Background: an optimization exercise with open tools, aiming at small area. Do not read the settings as production practice.
Function was checked by simulation only, so behaviour that the tests miss may differ from the original.
No activity file was given, so power comes from the tool's default toggle rates.

File: config.mk
export PLATFORM = sky130hd
export DESIGN_NAME = tower_defense_top
export DESIGN_NICKNAME = tower_defense_top
export VERILOG_FILES = /design/flow/design.v
export SDC_FILE = /design/flow/constraint.sdc
export NUM_CORES = 4
export LEC_CHECK = 0
export ABC_AREA = 1
export CAP_MARGIN = 0
export CORE_MARGIN = 2
export CORE_UTILIZATION = 62
export CTS_BUF_LIST = sky130_fd_sc_hd__clkbuf_8
export GPL_TIMING_DRIVEN = 0
export SETUP_SLACK_MARGIN = -0.25
export SLEW_MARGIN = 0
File: constraint.sdc
create_clock -name core_clock -period 12.0 [get_ports {clk}]
set_input_delay 2.4000 -clock core_clock [delete_from_list [all_inputs] [get_ports {clk}]]
set_output_delay 2.4000 -clock core_clock [all_outputs]
set_load 0.01 [all_outputs]
File: design.v
package video_pkg;
    typedef logic [9:0] coord_t;
    typedef logic [4:0] tile_t;
    typedef struct packed {
        logic [3:0] r;
        logic [3:0] g;
        logic [3:0] b;
    } rgb_t;
    localparam int TILE_SIZE = 26;
    localparam rgb_t COL_BLACK      = 12'h000;
    localparam rgb_t COL_WHITE      = 12'hFFF;
    localparam rgb_t COL_BANNER_RED = 12'hF00;
    localparam rgb_t COL_BG         = 12'h111;
    localparam rgb_t COL_GRID       = 12'h222;
    localparam rgb_t COL_PATH       = 12'h532;
    localparam rgb_t COL_ENEMY      = 12'hD22;
    localparam rgb_t COL_CURSOR     = 12'hFF0;
    localparam rgb_t COL_UI         = 12'h222;
endpackage
package game_pkg;
    typedef enum logic [1:0] {
        ST_MENU,
        ST_GAME,
        ST_GAMEOVER
    } game_state_e;
    typedef enum logic [1:0] {
        SW_IDLE,
        SW_ENEMIES,
        SW_SPAWN
    } sweep_e;
    localparam int GRID_W         = 24;
    localparam int GRID_H         = 18;
    localparam int CURSOR_HOME_X  = 12;
    localparam int CURSOR_HOME_Y  = 9;
    localparam int MAX_LIVES      = 10;
    localparam int PATH_END       = 2200;
    localparam int SPAWN_INTERVAL = 31;
    localparam int PATH_C1 = 507;
    localparam int PATH_C2 = 741;
    localparam int PATH_C3 = 1115;
    localparam int PATH_C4 = 1245;
    localparam int PATH_C5 = 1499;
    localparam int PATH_C6 = 1729;
    localparam int PATH_Y0 = 73;
    localparam int PATH_X1 = 507;
    localparam int PATH_Y2 = 307;
    localparam int PATH_X3 = 133;
    localparam int PATH_Y4 = 177;
    localparam int PATH_X5 = 387;
    localparam int PATH_Y6 = 407;
    typedef struct packed {
        logic up;
        logic down;
        logic left;
        logic right;
        logic center;
    } press_t;
    typedef struct packed {
        logic [4:0] x;
        logic [4:0] y;
    } cursor_t;
    typedef struct packed {
        logic        active;
        logic [15:0] progress;
        logic [9:0]  x;
        logic [9:0]  y;
    } enemy_t;
    function automatic logic [12:0] radd(input logic [11:0] a, input logic [11:0] b,
                                         input logic ci);
        logic c;
        c = ci;
        for (int i = 0; i < 12; i++) begin
            radd[i] = a[i] ^ b[i] ^ c;
            c = (a[i] & b[i]) | (a[i] & c) | (b[i] & c);
        end
        radd[12] = c;
    endfunction
    function automatic logic rge(input logic [11:0] a, input logic [11:0] b);
        logic g;
        g = 1'b1;
        for (int i = 0; i < 12; i++) begin
            g = (a[i] & ~b[i]) | ((a[i] | ~b[i]) & g);
        end
        rge = g;
    endfunction
endpackage
module player_input (
    input  logic        clk,
    input  logic        reset_i,
    input  video_pkg::coord_t      x_i,
    input  video_pkg::coord_t      y_i,
    input  logic        btn_up_i,
    input  logic        btn_down_i,
    input  logic        btn_left_i,
    input  logic        btn_right_i,
    input  logic        btn_center_i,
    input  game_pkg::game_state_e state_i,
    input  logic        new_game_i,
    output game_pkg::press_t      press_o,
    output logic [9:0]  cur_x_o,
    output logic [9:0]  cur_y_o
);
    logic    frame_strobe;
    game_pkg::press_t  btn_now;
    game_pkg::press_t  btn_prev_q;
    logic [8:0] cx_q;    
    logic [8:0] cy_q;
    logic       mv_x, mv_y, dec_x, dec_y;
    assign frame_strobe = (x_i == '0) && (y_i == '0);
    assign btn_now = {btn_up_i, btn_down_i, btn_left_i, btn_right_i, btn_center_i};
    assign press_o = frame_strobe ? game_pkg::press_t'(btn_now & ~btn_prev_q) : '0;
    always_ff @(posedge clk) begin
        if (reset_i) begin
            btn_prev_q <= '0;
        end else if (frame_strobe) begin
            btn_prev_q <= btn_now;
        end
    end
    assign dec_y = press_o.up && cy_q != 9'd3;
    assign dec_x = press_o.left && cx_q != 9'd3;
    assign mv_y  = dec_y || (press_o.down && cy_q != 9'd224);
    assign mv_x  = dec_x || (press_o.right && cx_q != 9'd302);
    always_ff @(posedge clk) begin
        if (reset_i || new_game_i) begin
            cx_q <= 9'd159;
            cy_q <= 9'd120;
        end else if (state_i == game_pkg::ST_GAME) begin
            if (mv_y) begin
                cy_q <= 9'(game_pkg::radd(12'(cy_q), dec_y ? 12'hff3 : 12'd13, 1'b0));
            end
            if (mv_x) begin
                cx_q <= 9'(game_pkg::radd(12'(cx_q), dec_x ? 12'hff3 : 12'd13, 1'b0));
            end
        end
    end
    assign cur_x_o = {cx_q, 1'b1};
    assign cur_y_o = {cy_q, 1'b1};
endmodule
module game_flow (
    input  logic        clk,
    input  logic        reset_i,
    input  logic        center_i,
    input  logic        escape_i,
    output game_pkg::game_state_e state_o,
    output logic [3:0]  lives_o,
    output logic        new_game_o
);
    game_pkg::game_state_e state_q;
    logic [3:0]  lives_q;
    assign new_game_o = (state_q == game_pkg::ST_MENU) && center_i;
    always_ff @(posedge clk) begin
        if (reset_i) begin
            state_q <= game_pkg::ST_MENU;
            lives_q <= 4'(game_pkg::MAX_LIVES);
        end else begin
            case (state_q)
                game_pkg::ST_MENU: begin
                    if (center_i) begin
                        state_q <= game_pkg::ST_GAME;
                        lives_q <= 4'(game_pkg::MAX_LIVES);
                    end
                end
                game_pkg::ST_GAME: begin
                    if (escape_i && lives_q != '0) begin
                        lives_q <= lives_q - 1'b1;
                        if (lives_q == 4'd1) begin
                            state_q <= game_pkg::ST_GAMEOVER;
                        end
                    end
                end
                game_pkg::ST_GAMEOVER: begin
                    if (center_i) begin
                        state_q <= game_pkg::ST_MENU;
                    end
                end
                default: state_q <= game_pkg::ST_MENU;
            endcase
        end
    end
    assign state_o = state_q;
    assign lives_o = lives_q;
endmodule
module wave_engine (
    input  logic                  clk,
    input  logic                  reset_i,
    input  game_pkg::game_state_e state_i,
    input  logic                  new_game_i,
    output logic [4:0]            pos_o,
    output logic [4:0]            spawn_cnt_o,
    output logic [6:0]            wrap_o,
    output logic                  escape_o
);
    logic [1:0]       div_q;
    logic             tick;
    logic [4:0]       pos_q;
    logic [4:0]       spawn_cnt_q;
    logic [6:0]       wrap_q;
    logic             spawn_step;
    logic             wrap_step;
    assign tick       = (div_q == 2'd0);
    assign spawn_step = pos_q[4] && !pos_q[0];
    assign wrap_step  = (spawn_cnt_q == 5'd30);
    always_ff @(posedge clk) begin
        if (reset_i || new_game_i || tick) begin
            div_q <= 2'd3;
        end else begin
            div_q <= 2'(game_pkg::radd(12'(div_q), 12'hfff, 1'b0));
        end
    end
    always_ff @(posedge clk) begin
        if (reset_i || new_game_i) begin
            pos_q       <= 5'd31;
            spawn_cnt_q <= '0;
            wrap_q      <= '0;
        end else if (state_i == game_pkg::ST_GAME && tick) begin
            pos_q <= spawn_step ? 5'd0 : 5'(game_pkg::radd(12'(pos_q), 12'd1, 1'b0));
            if (spawn_step) begin
                spawn_cnt_q <= wrap_step ? 5'd0 : 5'(game_pkg::radd(12'(spawn_cnt_q), 12'd1, 1'b0));
                if (wrap_step) begin
                    wrap_q <= 7'(game_pkg::radd(12'(wrap_q), 12'd1, 1'b0));
                end
            end
        end
    end
    assign escape_o = (div_q == 2'd3) && !pos_q[4] && (pos_q != 5'd0) &&
                      (spawn_cnt_q == 5'd0) && (wrap_q == 7'(game_pkg::radd(12'(pos_q), 12'd71, 1'b0)));
    assign pos_o       = pos_q;
    assign spawn_cnt_o = spawn_cnt_q;
    assign wrap_o      = wrap_q;
endmodule
module enemy_hit (
    input  logic [9:0]            x_i,
    input  logic [9:0]            y_i,
    input  logic [4:0]            pos_i,         
    input  logic [6:0]            wrap_i,
    input  logic [19:0]           ar_i,
    input  logic [3:0]            borrow_i,
    output logic                  hit_o
);
    logic        hb0, hb2, hb4, hb6, vb1, vb3, vb5;
    logic        valid;
    logic [2:0]  sin;
    logic        first;
    logic        vert;
    logic        dneg;
    logic [1:0]  ksel;
    logic [7:0]  csel;
    logic        corner;
    logic        sx, sy;
    logic [4:0]  khb;
    logic        seg6end;
    logic [4:0]  nhb;
    logic [4:0]  hx, hy;
    logic [4:0]  ar;
    logic        borrow;
    logic [5:0]  zax, zay;
    logic        zcx, zcy;
    logic [4:0]  xrx, xry;
    logic [5:0]  xqx, xqy;
    logic [4:0]  xr;
    logic [5:0]  xq;
    logic [4:0]  xr2;
    logic [5:0]  sum0;
    logic        cy;
    logic [4:0]  r;
    logic [7:0]  pp;
    logic [7:0]  xq2;
    logic [7:0]  mm;
    logic [3:0]  slot;
    logic        ex, moved;
    logic        tneg;
    logic [5:0]  dlo;
    function automatic logic ge(input logic [9:0] a, input logic [9:0] b);
        ge = game_pkg::rge(12'(a), 12'(b));
    endfunction
    function automatic logic inr(input logic [9:0] x, input logic [9:0] lo, input logic [9:0] hi);
        inr = ge(x, lo) && ge(hi, x);
    endfunction
    always_comb begin
        hb0 = inr(y_i, 10'd66, 10'd80);
        hb2 = inr(y_i, 10'd300, 10'd314);
        hb4 = inr(y_i, 10'd170, 10'd184);
        hb6 = inr(y_i, 10'd400, 10'd414);
        vb1 = inr(x_i, 10'd500, 10'd514);
        vb3 = inr(x_i, 10'd126, 10'd140);
        vb5 = inr(x_i, 10'd380, 10'd394);
        valid = 1'b1; corner = 1'b0; seg6end = 1'b0; sin = 3'd0;
        if (vb1 && hb0)      begin corner = 1'b1; sin = 3'd0; end
        else if (vb1 && hb2) begin corner = 1'b1; sin = 3'd1; end
        else if (vb3 && hb2) begin corner = 1'b1; sin = 3'd2; end
        else if (vb3 && hb4) begin corner = 1'b1; sin = 3'd3; end
        else if (vb5 && hb4) begin corner = 1'b1; sin = 3'd4; end
        else if (vb5 && hb6) begin corner = 1'b1; sin = 3'd5; end
        else if (vb5 && hb2) sin = ge(10'(wrap_i), 10'd49) ? 3'd5 : 3'd2;
        else if (hb0 && !ge(x_i, 10'd507))                     sin = 3'd0;
        else if (vb1 && inr(y_i, 10'd73, 10'd306))            sin = 3'd1;
        else if (hb2 && inr(x_i, 10'd134, 10'd507))           sin = 3'd2;
        else if (vb3 && inr(y_i, 10'd178, 10'd307))           sin = 3'd3;
        else if (hb4 && inr(x_i, 10'd133, 10'd386))           sin = 3'd4;
        else if (vb5 && inr(y_i, 10'd177, 10'd406))           sin = 3'd5;
        else if (hb6 && !ge(x_i, 10'd388)) begin
            sin = 3'd6;
            seg6end = !ge(x_i, 10'd7);
        end else valid = 1'b0;
        first = (sin == 3'd0);
        vert  = sin[0];
        dneg  = (sin == 3'd2) || (sin == 3'd3) || (sin == 3'd6);
        case (sin)
            3'd0: begin ksel = 2'd0; csel = 8'd255; end
            3'd1: begin ksel = 2'd0; csel = 8'd241; end
            3'd2: begin ksel = 2'd1; csel = 8'd215; end
            3'd3: begin ksel = 2'd2; csel = 8'd209; end
            3'd4: begin ksel = 2'd2; csel = 8'd219; end
            3'd5: begin ksel = 2'd3; csel = 8'd212; end
            default: begin ksel = 2'd1; csel = 8'd187; end
        endcase
        case (sin)
            3'd0: begin sx = 1'b0; sy = 1'b1; khb = 5'(15 - 507 + 73 + 1); end
            3'd1: begin sx = 1'b0; sy = 1'b0; khb = 5'(15 - 507 - 307); end
            3'd2: begin sx = 1'b1; sy = 1'b0; khb = 5'(15 + 133 - 307 + 1); end
            3'd3: begin sx = 1'b1; sy = 1'b1; khb = 5'(15 + 133 + 177 + 2); end
            3'd4: begin sx = 1'b0; sy = 1'b1; khb = 5'(15 - 387 + 177 + 1); end
            default: begin sx = 1'b0; sy = 1'b0; khb = 5'(15 - 387 - 407); end
        endcase
        hx = 5'(sx ? x_i[4:0] : ~x_i[4:0]);
        hy = 5'(sy ? y_i[4:0] : ~y_i[4:0]);
        if (corner)       nhb = 5'(game_pkg::radd(12'(game_pkg::radd(12'(hx), 12'(hy), 1'b0)), 12'(5'(33 - khb)), 1'b0));
        else if (seg6end) nhb = 5'(game_pkg::radd(12'(x_i[4:0]), 12'd9, 1'b0));    
        else              nhb = ~5'd15;
        ar     = ar_i[ksel*5 +: 5];
        borrow = borrow_i[ksel];
        zax = {1'b0, x_i[9:5]} + {1'b0, x_i[4:0]};
        zcx = zax[5] || (zax[4:0] == 5'd31);
        xrx = zcx ? 5'(game_pkg::radd(12'(zax[4:0]), 12'd1, 1'b0)) : zax[4:0];
        xqx = 6'(game_pkg::radd(12'(x_i[9:5]), 12'd0, zcx));
        zay = {1'b0, y_i[9:5]} + {1'b0, y_i[4:0]};
        zcy = zay[5] || (zay[4:0] == 5'd31);
        xry = zcy ? 5'(game_pkg::radd(12'(zay[4:0]), 12'd1, 1'b0)) : zay[4:0];
        xqy = 6'(game_pkg::radd(12'(y_i[9:5]), 12'd0, zcy));
        xr  = vert ? xry : xrx;
        xq  = vert ? xqy : xqx;
        xr2  = dneg ? ~xr : xr;
        sum0 = {1'b0, ar} + {1'b0, xr2};
        cy   = sum0[5] || (sum0[4:0] == 5'd31);
        r    = cy ? 5'(game_pkg::radd(12'(sum0[4:0]), 12'd1, 1'b0)) : sum0[4:0];
        pp  = 8'(game_pkg::radd(12'(wrap_i), 12'(csel), borrow));
        xq2 = dneg ? {2'b00, xq} : ~{2'b00, xq};
        mm  = pp + xq2 + {7'd0, !cy};
        ex    = (mm[7:4] == 4'b0000) || (mm[7:3] == 5'b01001) || (mm[7:3] == 5'b01010);
        slot  = {mm[3] ^ mm[6], mm[2:0]};
        moved = !game_pkg::rge(12'(slot), 12'(pos_i));
        tneg  = first && borrow && (xq == 6'd0) && !cy;
        dlo = 6'(game_pkg::radd(12'(r), 12'(nhb), 1'b1));
        hit_o = valid && !tneg && ex &&
                (moved ? (dlo[5] && dlo[4:0] != 5'd0) : (dlo[5] && r != 5'd30));
    end
endmodule
module scene_render (
    input  video_pkg::coord_t     x_i,
    input  video_pkg::coord_t     y_i,
    input  logic                  visible_i,
    input  game_pkg::game_state_e state_i,
    input  logic [9:0]            cur_x_i,    
    input  logic [9:0]            cur_y_i,
    input  logic [4:0]            pos_i,
    input  logic [4:0]            spawn_cnt_i,
    input  logic [6:0]            wrap_i,
    output video_pkg::rgb_t       pixel_o
);
    logic       on_grid;
    logic       on_path;
    logic       on_enemy;
    logic       on_cursor;
    logic       in_menu_banner;
    logic       in_over_banner;
    logic       in_ui_bar;
    logic [9:0] cx7;
    logic [9:0] cy7;
    logic [9:0] dx;
    logic [9:0] dy;
    function automatic logic ge(input logic [9:0] a, input logic [9:0] b);
        ge = game_pkg::rge(12'(a), 12'(b));
    endfunction
    function automatic logic inr(input logic [9:0] x, input logic [9:0] lo, input logic [9:0] hi);
        inr = ge(x, lo) && ge(hi, x);
    endfunction
    function automatic logic path_hit(input logic [9:0] px, input logic [9:0] py);
        path_hit = (inr(py, 10'd60,  10'd86)  && inr(px, 10'd0,   10'd520)) ||
                   (inr(px, 10'd494, 10'd520) && inr(py, 10'd60,  10'd320)) ||
                   (inr(py, 10'd294, 10'd320) && inr(px, 10'd120, 10'd520)) ||
                   (inr(px, 10'd120, 10'd146) && inr(py, 10'd164, 10'd320)) ||
                   (inr(py, 10'd164, 10'd190) && inr(px, 10'd120, 10'd400)) ||
                   (inr(px, 10'd374, 10'd400) && inr(py, 10'd164, 10'd420)) ||
                   (inr(py, 10'd394, 10'd420) && inr(px, 10'd0,   10'd400));
    endfunction
    function automatic logic mult26(input logic [9:0] c, input int n);
        mult26 = 1'b0;
        for (int k = 0; k < n; k++) begin
            if (c == 10'(26 * k)) mult26 = 1'b1;
        end
    endfunction
    assign on_grid = mult26(x_i, 25) || mult26(y_i, 19);
    assign on_path = path_hit(x_i, y_i);
    assign cx7 = cur_x_i;
    assign cy7 = cur_y_i;
    assign dx  = 10'(game_pkg::radd(12'(x_i), ~(12'(cx7)), 1'b1));
    assign dy  = 10'(game_pkg::radd(12'(y_i), ~(12'(cy7)), 1'b1));
    assign on_cursor = ((dy == 10'd5 || dy == 10'd6) && !ge(dx, 10'd12)) ||
                       ((dx == 10'd5 || dx == 10'd6) && !ge(dy, 10'd12));
    assign in_menu_banner = inr(x_i, 10'd160, 10'd479) && inr(y_i, 10'd100, 10'd139);
    assign in_over_banner = inr(x_i, 10'd200, 10'd439) && inr(y_i, 10'd180, 10'd219);
    assign in_ui_bar      = !ge(y_i, 10'd25);
    logic [19:0]     ar;
    logic [3:0]      borrow;
    localparam logic [19:0] KR = {5'd11, 5'd18, 5'd30, 5'd22};
    always_comb begin
        for (int k = 0; k < 4; k++) begin
            borrow[k]    = !game_pkg::rge(12'(KR[k*5 +: 5]), 12'(spawn_cnt_i));
            ar[k*5 +: 5] = 5'(game_pkg::radd(12'(KR[k*5 +: 5]), ~(12'(spawn_cnt_i)), !borrow[k]));
        end
    end
    enemy_hit enemy_hit_inst (
        .x_i (x_i), .y_i (y_i), .pos_i (pos_i), .wrap_i (wrap_i),
        .ar_i (ar), .borrow_i (borrow), .hit_o (on_enemy)
    );
    always_comb begin
        pixel_o = video_pkg::COL_BLACK;
        if (visible_i) begin
            case (state_i)
                game_pkg::ST_MENU: begin
                    if (in_menu_banner) begin
                        pixel_o = video_pkg::COL_WHITE;
                    end
                end
                game_pkg::ST_GAME: begin
                    pixel_o = video_pkg::COL_BG;
                    if (on_grid) begin
                        pixel_o = video_pkg::COL_GRID;
                    end
                    if (on_path) begin
                        pixel_o = video_pkg::COL_PATH;
                    end
                    if (on_enemy) begin
                        pixel_o = video_pkg::COL_ENEMY;
                    end
                    if (on_cursor) begin
                        pixel_o = video_pkg::COL_CURSOR;
                    end
                    if (in_ui_bar) begin
                        pixel_o = video_pkg::COL_UI;
                    end
                end
                game_pkg::ST_GAMEOVER: begin
                    if (in_over_banner) begin
                        pixel_o = video_pkg::COL_BANNER_RED;
                    end
                end
                default: pixel_o = video_pkg::COL_BLACK;
            endcase
        end
    end
endmodule
module tower_defense_top (
    input  logic       clk,
    input  logic       reset_i,
    input  logic       visible_i,
    input  video_pkg::coord_t     x_i,
    input  video_pkg::coord_t     y_i,
    input  logic       btn_up_i,
    input  logic       btn_down_i,
    input  logic       btn_left_i,
    input  logic       btn_right_i,
    input  logic       btn_center_i,
    output video_pkg::rgb_t       pixel_o,
    output logic [3:0] lives_o
);
    game_pkg::press_t                   press;
    logic [9:0]               cur_x;
    logic [9:0]               cur_y;
    game_pkg::game_state_e              state;
    logic                     new_game;
    logic                     escape;
    logic [4:0]               pos;
    logic [4:0]               spawn_cnt;
    logic [6:0]               wrap;
    player_input player_input_inst (
        .clk          (clk),
        .reset_i      (reset_i),
        .x_i          (x_i),
        .y_i          (y_i),
        .btn_up_i     (btn_up_i),
        .btn_down_i   (btn_down_i),
        .btn_left_i   (btn_left_i),
        .btn_right_i  (btn_right_i),
        .btn_center_i (btn_center_i),
        .state_i      (state),
        .new_game_i   (new_game),
        .press_o      (press),
        .cur_x_o      (cur_x),
        .cur_y_o      (cur_y)
    );
    game_flow game_flow_inst (
        .clk        (clk),
        .reset_i    (reset_i),
        .center_i   (press.center),
        .escape_i   (escape),
        .state_o    (state),
        .lives_o    (lives_o),
        .new_game_o (new_game)
    );
    wave_engine wave_engine_inst (
        .clk         (clk),
        .reset_i     (reset_i),
        .state_i     (state),
        .new_game_i  (new_game),
        .pos_o       (pos),
        .spawn_cnt_o (spawn_cnt),
        .wrap_o      (wrap),
        .escape_o    (escape)
    );
    scene_render scene_render_inst (
        .x_i         (x_i),
        .y_i         (y_i),
        .visible_i   (visible_i),
        .state_i     (state),
        .cur_x_i     (cur_x),
        .cur_y_i     (cur_y),
        .pos_i       (pos),
        .spawn_cnt_i (spawn_cnt),
        .wrap_i      (wrap),
        .pixel_o     (pixel_o)
    );
endmodule
File: run.sh
#!/bin/bash
# synth_recipe.tcl (not shown) runs the flow's synth.tcl, then flattens the netlist and writes it again
# the make line also repeats each setting of config.mk as NAME=value (left out here)
make -C /OpenROAD-flow-scripts/flow DESIGN_CONFIG=/design/flow/config.mk WORK_HOME=/design/flow/orfs CLKGATE_MAP_FILE= SYNTH_SCRIPT=/design/flow/synth_recipe.tcl finish
==> run summary <==
## flip-flops by register name, summed over array words and instances, names as in the netlist
register	cells
player_input_inst.btn_prev_q	5
wave_engine_inst.wrap_q	7
game_flow_inst.lives_q	4
wave_engine_inst.spawn_cnt_q	5
player_input_inst.cy_q	9
player_input_inst.cx_q	9
wave_engine_inst.pos_q	5
wave_engine_inst.div_q	2
game_flow_inst.state_q	2
## placed cells by master, fill, tap and decap left out, types with 6 or more instances in the layout
cell type / n
fa_1: 49
xnor2_1: 14
o21ai_1: 14
a21oi_1: 68
ha_1: 94
xor2_1: 36
a211oi_1: 7
clkdlybuf4s50_1: 21
nor4_1: 7
dlygate4sd2_1: 8
o211ai_1: 10
inv_1: 181
buf_4: 10
inv_2: 20
dfxtp_1: 48
nor2_1: 95
nor3_1: 25
nand2_2: 8
nand4_1: 24
nand3_1: 64
nand2_1: 262
o21ai_0: 56
a2111oi_0: 6
nor2_2: 8
## metal layers
metal	GRT usage (%)	vias up	wire length, µm
met1	45.03	3833	10230
met3	5.378	59	1989
met5	0	-	0
met4	10.54	0	603
met2	53.45	406	10480
li1	-	4023	-
## where the power goes
| group | internal, W | switching [W] | leakage, nW |
|---|---|---|---|
| clock network | 0.0000839 | 0.0000616 | 0.0687 |
| registers | 0.000160 | 0.000000557 | 0.388 |
| logic | 0.000118 | 0.000191 | 3.76 |
| total | 0.000362 | 0.000253 | 4.22 |
## repair_timing
action                                  4_1_cts  5_1_grt
setup buffers                                 0        3
resized for setup                            57       25
pin swaps                                     1        3
endpoints found under the setup margin        2        2
cloned                                        0        0
## cells by family after synthesis
kind of cell / Yosys count
xor gates and xnor gates: 52
buffers and inverters: 222
DFF: 48
adders and majority gates: 146
muxes: 3
AOI/OAI and AO/OA: 201
and+or+nand+nor: 520
## worst paths after layout
kind                             start                         to  slack, ns  depth (start not counted)
max                             y_i[6]                 pixel_o[4]       0.17                         41
min          wave_engine_inst.div_q[0]  wave_engine_inst.div_q[0]       0.42                          1
max reg2reg  player_input_inst.cy_q[0]  player_input_inst.cy_q[8]       7.88                         17
min reg2reg  wave_engine_inst.div_q[0]  wave_engine_inst.div_q[0]       0.42                          1
## worst register-to-register path, stage by stage (launching register included)
cell     delay, ns
dfxtp_1       0.32
inv_1         0.12
nor4_1        0.25
a31oi_1       0.11
and3_1        0.32
inv_1         0.16
fa_1          0.19
fa_1          0.20
fa_1          0.19
inv_1         0.05
fa_1          0.38
fa_1          0.40
fa_1          0.40
fa_1          0.39
xnor2_1       0.14
nor2_1        0.18
a21oi_1       0.10
o21a_1        0.12
## cell type report
class / instances / area [µm²] / share of cell area [%]
Clock buffer: 5 / 68.82 / 0.7768
Multi-Input combinational cell: 922 / 6255 / 70.61
Timing Repair Buffer: 45 / 414.1 / 4.675
Tap cell: 172 / 215.2 / 2.429
Buffer: 16 / 103.9 / 1.172
Sequential cell: 48 / 960.9 / 10.85
Inverter: 204 / 772.0 / 8.715
Clock inverter: 3 / 68.82 / 0.7768
## per-stage QoR
step	TNS [ns]	hold WS, ns	power (W)	setup slack (ns)
after floorplan	0	0.3824	0.0003769	1.245
after global placement	-2.180	0.3938	0.0004454	-1.147
after detailed placement	-2.085	0.3973	0.0004540	-1.096
after CTS	-0.3488	0.4215	0.0006051	-0.2348
after global routing	-0.5540	0.4435	0.0006566	-0.2884
final	0	0.4189	0.0006151	0.1720
==> results.toml <==
[status]
status = "no timing/DRC/antenna violations"

[logic_synthesis]
yosysSeqAreaShare_pct = 12.00
synth_edf_count = 0
ys_ff_latch = 48
synth_xor_area_share_pct = 5.687
ys_top_cells_by_count = "nand2_1 (265), inv_1 (188), nor2_1 (99), ha_1 (96), a21oi_1 (68)"
syn_nets = 1365
synth-adder-area-share_pct = 27.38
synth_cell_types = 59
yosys.cell_count.top_type = "nand2_1"
syn_area_mm2 = 0.008008
synth_top_flop_cell = "dfxtp_1"
yosysTopAreaCell = "ha_1"
synth_top_family_by_area = "simple AND/OR/NAND/NOR gates"
synth_cells = 1192
async_reset_ff_share_pct = 0
yosysTopAreaCellShare_pct = 15.00
synth_mux_area_share_pct = 0.3750
avgSynthCellArea_um2 = 6.718
yosysWarnings = 5
synth_compound_area_share_pct = 15.19
synth_area_leaders = "ha_1 (15%), nand2_1 (12%), fa_1 (12%)"
synth_simple_gate_area_share_pct = 28.47

[cts]
cts_buffers = 5
clk_latency_ns = 0.32
clk_pin_slew_ns = 0.10
cts_root_buf = "clkbuf_8"
cts_hold_buf = 0
cts_tree = "yes"
clock_path_buffers = 2
clkSinkCount = 48
htree_levels = 2

[critical_path]
slowest_delay_ns = 0.53
critPathLaunchType = "primary input"
path_common_cell = "nand2_1"
arrival_ns = 9.43
cp_slowest_cell = "dlygate4sd2_1"
cp-end-kind = "output pin"
worstSetupPathType = "primary input to output pin"
cp_data_required_time_ns = 9.60
crit_family = "adder cells"
worstPathMaxFanout = 10
crit_buf_inv = 9

[timing]
hold_viol_final = 0
slew-limit-headroom_pct = 40.33
worstMarginPinSlew_ns = 0.8869
period_needed_ns = 11.83
drv_slew = 0
timing.fmax_ghz = 0.08455
finalCritPeriodShare_pct = 98.57
final-setup-viol-count = 0
finalClockSkew_ns = 0.01133

[layout]
antenna_cells = 0
syn_to_final_growth_pct = 10.63
drive_above_1_share_pct = 8.126
final_util_pct = 70.20
finalNetCount = 1415
n_fill_cell = 1115
final_cells = 1415
final_cell_area_mm2 = 0.008859

[die]
die_h_um = 117.6
fp.dieW_um = 117.6
num_io_pins = 44
dieArea_mm2 = 0.01384
start_util_pct = 63.45
placementRows = 41
coreArea_mm2 = 0.01262

[routing]
dr_total_vias = 8321
ant_nets = 0
drt-total-wl_um = 23300
vias_per_cell = 5.881
initialDrtViolationCount = 858
drt-wirelength-per-cell_um = 16.47
drc = 0
firstDrtPassIters = 8

[min_path]
hp-class = "flop to flop"

[place]
placedCellCount = 1406
post-dp-hpwl_um = 18880
placed_cell_area_mm2 = 0.008643
place_congestion = 0.9936
portBuffers = 42

[global_route]
grt_use_total_pct = 32.99
grt_max_degree = 17
grt_pass1_vias = 7782
grt-ovfl-total = 0
grt_pass1_wl_um = 37650
antenna_found_initial = 0

[power]
vdd_drop_max_v = 0.00008198
power_leakage_nw = 4.221
powerDensity_mw_per_mm2 = 69.43

[job]
drv_cap = 0

## port drivers added, routing unchanged
The flow's constraints put no driver on any port. The routed layout listed below was extracted and timed again, unchanged, in two steps. Step 1 (the two cells are an assumption about what drives the block):
set clk [get_ports {clk}]
set_driving_cell -lib_cell sky130_fd_sc_hd__clkbuf_16 $clk
set_driving_cell -lib_cell sky130_fd_sc_hd__buf_2 [delete_from_list [all_inputs] $clk]
Step 2 also shifts input and output timing later by t, the mid clock arrival at the registers, as if the neighbouring blocks saw the same clock. Slacks: ideal / step 1 / step 2; pairs: ideal / step 1.
shift t [ns]: 0.348
setup slack, ns: 0.172 / 0.154 / 0.154
cell pins on the clock port's net: 1
After both steps this run still meets setup and hold. The setup slack of this run moves by -0.018 ns with the drivers and by -0.018 ns with both steps.
